This is an optimization exercise on Yosys and OpenROAD, whose aim is small area, a short achievable clock period and few clock cycles per item, not a production implementation.
RTL that was checked went through simulation tests only; none was proved equivalent to the original.

Design hsl_to_rgb_converter, start of the top module:
module hsl_to_rgb_converter #(
    parameter int unsigned FRAC_BITS = hsl2rgb_pkg::FRAC_BITS_DEF
) (
    input  logic             i_clk,
    input  logic             i_rst_n,
    input  logic             i_pix_valid,
    output logic             i_pix_ready,
    input  logic [hsl2rgb_pkg::HUE_W-1:0] i_pix_hue,
    input  logic [hsl2rgb_pkg::SL_W-1:0]  i_pix_saturation,
    input  logic [hsl2rgb_pkg::SL_W-1:0]  i_pix_lightness,
    output logic             o_pix_valid,
    input  logic             o_pix_ready,
    output logic [hsl2rgb_pkg::CH_W-1:0]  o_pix_red,
    output logic [hsl2rgb_pkg::CH_W-1:0]  o_pix_green,
    output logic [hsl2rgb_pkg::CH_W-1:0]  o_pix_blue
);
Size in the first run: ~2900 cells after synthesis, roughly 400 flip-flops, about 68 I/O pins, ~29000 um2 of cells after synthesis.
Settings: LEC_CHECK=0, ABC_AREA=1, CAP_MARGIN=20, CORE_MARGIN=2, CORE_UTILIZATION=55, CTS_BUF_LIST=sky130_fd_sc_hd__clkbuf_8, PLACE_DENSITY=0.75, SETUP_SLACK_MARGIN=4.4, SLEW_MARGIN=20, SYNTH_HIERARCHICAL=1; clock period 8.0 ns.
run.sh (not shown) runs the stock make flow with config.mk's settings and CLKGATE_MAP_FILE= SYNTH_SCRIPT=/design/flow/synth_recipe.tcl, a recipe that flattens the netlist after the stock synthesis.
Testbench counts at the start, summed over its fixed seeds: cycles 32,048, items 32,000.
Then changed:
- CTS_BUF_LIST: sky130_fd_sc_hd__clkbuf_8 -> unset
Outcome:
- register-to-register slack is better by 0.12 ns
- clock skew shrinks by 0.016 ns
- synthesized cell count stays the same
- cell area decreases by 0.78%
- non-clock buffer count decreases by 24
- area after synthesis does not change
- count of clock-buffer cells in the layout went down by 20
- worst setup slack gets better by 0.12 ns
- utilization falls by 0.48 points

---

== wip/ember ==
hsl_to_rgb_converter, a different RTL version from the one above (not shown whole).
Size: about 3,100 cells after synthesis, about 68 I/O pins, ~31,000 µm² of cells after synthesis.
make LEC_CHECK=0 ABC_AREA=1 CAP_MARGIN=20 CORE_MARGIN=2 CORE_UTILIZATION=55 PLACE_DENSITY=0.75 SETUP_SLACK_MARGIN=4.6 SLEW_MARGIN=20 SYNTH_HIERARCHICAL=1 finish   # period 8.0 ns
wip/ember: flow completed, timing, DRC and antenna clean
Testbench counts of wip/ember, summed over its fixed seeds: cycles 32,048, items 32,000.
The inputs of wip/fjord differ from those of wip/ember as listed below.
- SETUP_SLACK_MARGIN: 4.6 -> 4.9
### Flow results
wip/fjord: PASS, flow complete, no timing, DRC or antenna violations
Summary of the comparison: total of clock buffers placed in the layout is higher in wip/fjord, relative to wip/ember.
[compare] base=wip/ember new=wip/fjord: post-route worst setup slack now sits higher.
wip/fjord supports a higher top clock frequency than wip/ember.
Re cell area: wip/fjord is about 4% up on wip/ember.
For the register-to-register slack, wip/fjord came in 0.25 ns higher than wip/ember did.
Looking at origin of the worst setup path, the r3_c_356_387 result is from wip/fjord; the r3_c_356_404 one comes from wip/ember.
Changes in wip/violet relative to wip/fjord:
- SETUP_SLACK_MARGIN: 4.9 -> 5.0
==> summary.txt <==
wip/violet was carried through to the last stage, and its layout satisfied the timing, DRC and antenna checks. Against wip/fjord, via count in wip/violet rose by a few percent. Row maximum number of pins on one net before global-route repair: wip/violet higher / wip/fjord lower. Compared with wip/fjord, in wip/violet average wire length per cell after detail routing went up by about 8%, number of buffers added for setup after CTS up 50. Summary of wip/violet over wip/fjord: non-clock buffer count up about 25%; non-clock buffering overhead in the final layout up 1.4 points; final cell count up about 1.4%.

---

hsl_to_rgb_converter, a different RTL version from the one above (not shown whole).
Size in the first run: about 410 flip-flops, roughly 30,000 um^2 of cells after synthesis.
clock: 8.0 ns
lec_check: 0
abc_area: 1
cap_margin: 20
core_margin: 2
core_utilization: 45
place_density: 0.6
setup_slack_margin: 4.3
slew_margin: 20
synth_hierarchical: 1
The starting point completed with no timing, DRC or antenna violations.
Edit:
- SETUP_SLACK_MARGIN: 4.3 -> 5.0
Global-route usage increases by 2.2 points.
Final cell count increases by a few percent.
No run of this note included a check of the RTL's function; only the layout flow was run.

---

hsl_to_rgb_converter again, from the RTL that the note above started with.
Settings: LEC_CHECK=0, ABC_AREA=1, CAP_MARGIN=20, CORE_MARGIN=2, CORE_UTILIZATION=45, PLACE_DENSITY=0.6, SETUP_SLACK_MARGIN=4.6, SLEW_MARGIN=20, SYNTH_HIERARCHICAL=1; clock period 8.0 ns.
==> next run, changes <==
Settings changed: SETUP_SLACK_MARGIN 4.6 to 4.0.
After rerunning: First-iteration DRC count goes down by a few percent. Sequential share of layout area rises by 2.2 points. Global-route usage fell by 0.83 points.
Function was not checked in any run of this note: the RTL went through the layout flow alone.

---

hsl_to_rgb_converter with an RTL version that a note above also has.
Size in the first run: ~2900 cells after synthesis, roughly 68 I/O pins.
==> flow/config.mk <==
export PLATFORM = sky130hd
export DESIGN_NAME = hsl_to_rgb_converter
export DESIGN_NICKNAME = hsl_to_rgb_converter
export VERILOG_FILES = /design/flow/design.v
export SDC_FILE = /design/flow/constraint.sdc
export NUM_CORES = 4
export LEC_CHECK = 0
export ABC_AREA = 1
export CAP_MARGIN = 20
export CORE_MARGIN = 2
export CORE_UTILIZATION = 55
export CTS_BUF_LIST = sky130_fd_sc_hd__clkbuf_4
export PLACE_DENSITY = 0.75
export SETUP_SLACK_MARGIN = 4.4
export SLEW_MARGIN = 20
export SYNTH_HIERARCHICAL = 1
==> flow/constraint.sdc <==
create_clock -name core_clock -period 8.0 [get_ports {i_clk}]
set_input_delay 1.6000 -clock core_clock [delete_from_list [all_inputs] [get_ports {i_clk}]]
set_output_delay 1.6000 -clock core_clock [all_outputs]
set_load 0.01 [all_outputs]
Testbench counts at the start, summed over its fixed seeds: cycles 32,048, items 32,000.
Rerun with:
--- a/flow/config.mk
+++ b/flow/config.mk
@@ -11,3 +11,2 @@
-export CORE_UTILIZATION = 55
-export CTS_BUF_LIST = sky130_fd_sc_hd__clkbuf_4
-export PLACE_DENSITY = 0.75
+export CORE_UTILIZATION = 65
+export PLACE_DENSITY = 0.85
After rerunning:
- first-iteration DRC count grows by about 26%
- fmax is about the same
- hold slack gets worse by 0.0033 ns
- cell count shrinks by 4.8%
- routed wire length grows by about 1.3%
Rerun with:
--- a/flow/config.mk
+++ b/flow/config.mk
@@ -11,3 +11,3 @@
-export CORE_UTILIZATION = 65
-export PLACE_DENSITY = 0.85
-export SETUP_SLACK_MARGIN = 4.4
+export CORE_UTILIZATION = 55
+export PLACE_DENSITY = 0.75
+export SETUP_SLACK_MARGIN = 4.7
After rerunning: First-iteration DRC count is higher by about 1.8%; clock skew is lower by 0.020 ns; via count is higher by 2.7%; global-route usage is lower by 3.6 points; count of clock-buffer cells in the layout is lower by 5; wire length is higher by about 7%; maximum frequency is higher by 1.8%; die area is higher by about 18%; flip-flop and latch count does not change.

[separate check: timing with driven ports]
No port has a modelled driver above. Below, the same layouts with a new extraction and two added sets of constraints. Step 1, drivers: a clkbuf_16 drives i_clk and a buf_2 each remaining input, both assumed. Step 2 times the ports against the registers' clock, not the clock port: input delays grow and output delays shrink by t, the midpoint of the rising clock arrivals with the driver on. a / b / c = no drivers / after step 1 / after step 2; a / b = the first two.
run | shift t [ns] | setup WS [ns] | hold slack, ns | latest minus earliest clock arrival (ns) | pins driven straight from the clock port
the first run of note 1 | 0.716 | 4.332 / 4.332 / 4.332 | 0.404 / 0.404 / 0.404 | 0.068 / 0.069 | 1
the second run of note 1 | 0.641 | 4.450 / 4.450 / 4.450 | 0.417 / 0.417 / 0.417 | 0.038 / 0.039 | 1
wip/ember | 0.651 | 4.598 / 4.598 / 4.589 | 0.418 / 0.418 / 0.418 | 0.044 / 0.043 | 1
wip/fjord | 0.651 | 4.843 / 4.843 / 4.499 | 0.415 / 0.415 / 0.415 | 0.019 / 0.019 | 1
wip/violet | 0.660 | 4.788 / 4.788 / 4.685 | 0.419 / 0.419 / 0.419 | 0.038 / 0.038 | 1
the first run of note 3 | 0.662 | 4.386 / 4.385 / 4.386 | 0.415 / 0.415 / 0.415 | 0.024 / 0.024 | 1
the second run of note 3 | 0.667 | 4.619 / 4.619 / 4.619 | 0.416 / 0.416 / 0.416 | 0.042 / 0.042 | 1
the first run of note 4 | 0.661 | 4.546 / 4.546 / 4.499 | 0.413 / 0.413 / 0.413 | 0.023 / 0.023 | 1
the second run of note 4 | 0.646 | 4.217 / 4.152 / 4.336 | 0.418 / 0.418 / 0.418 | 0.018 / 0.018 | 1
the first run of note 5 | 0.887 | 4.364 / 4.364 / 4.364 | 0.419 / 0.419 / 0.419 | 0.106 / 0.107 | 1
the second run of note 5 | 0.656 | 4.362 / 4.362 / 4.362 | 0.415 / 0.415 / 0.415 | 0.048 / 0.048 | 1
the third run of note 5 | 0.659 | 4.425 / 4.425 / 4.425 | 0.415 / 0.415 / 0.415 | 0.024 / 0.024 | 1
After both steps setup and hold are still met in every run listed. For wip/fjord, which loses most, drivers alone change the setup slack by 0.000 ns; drivers and shift together by -0.344 ns.
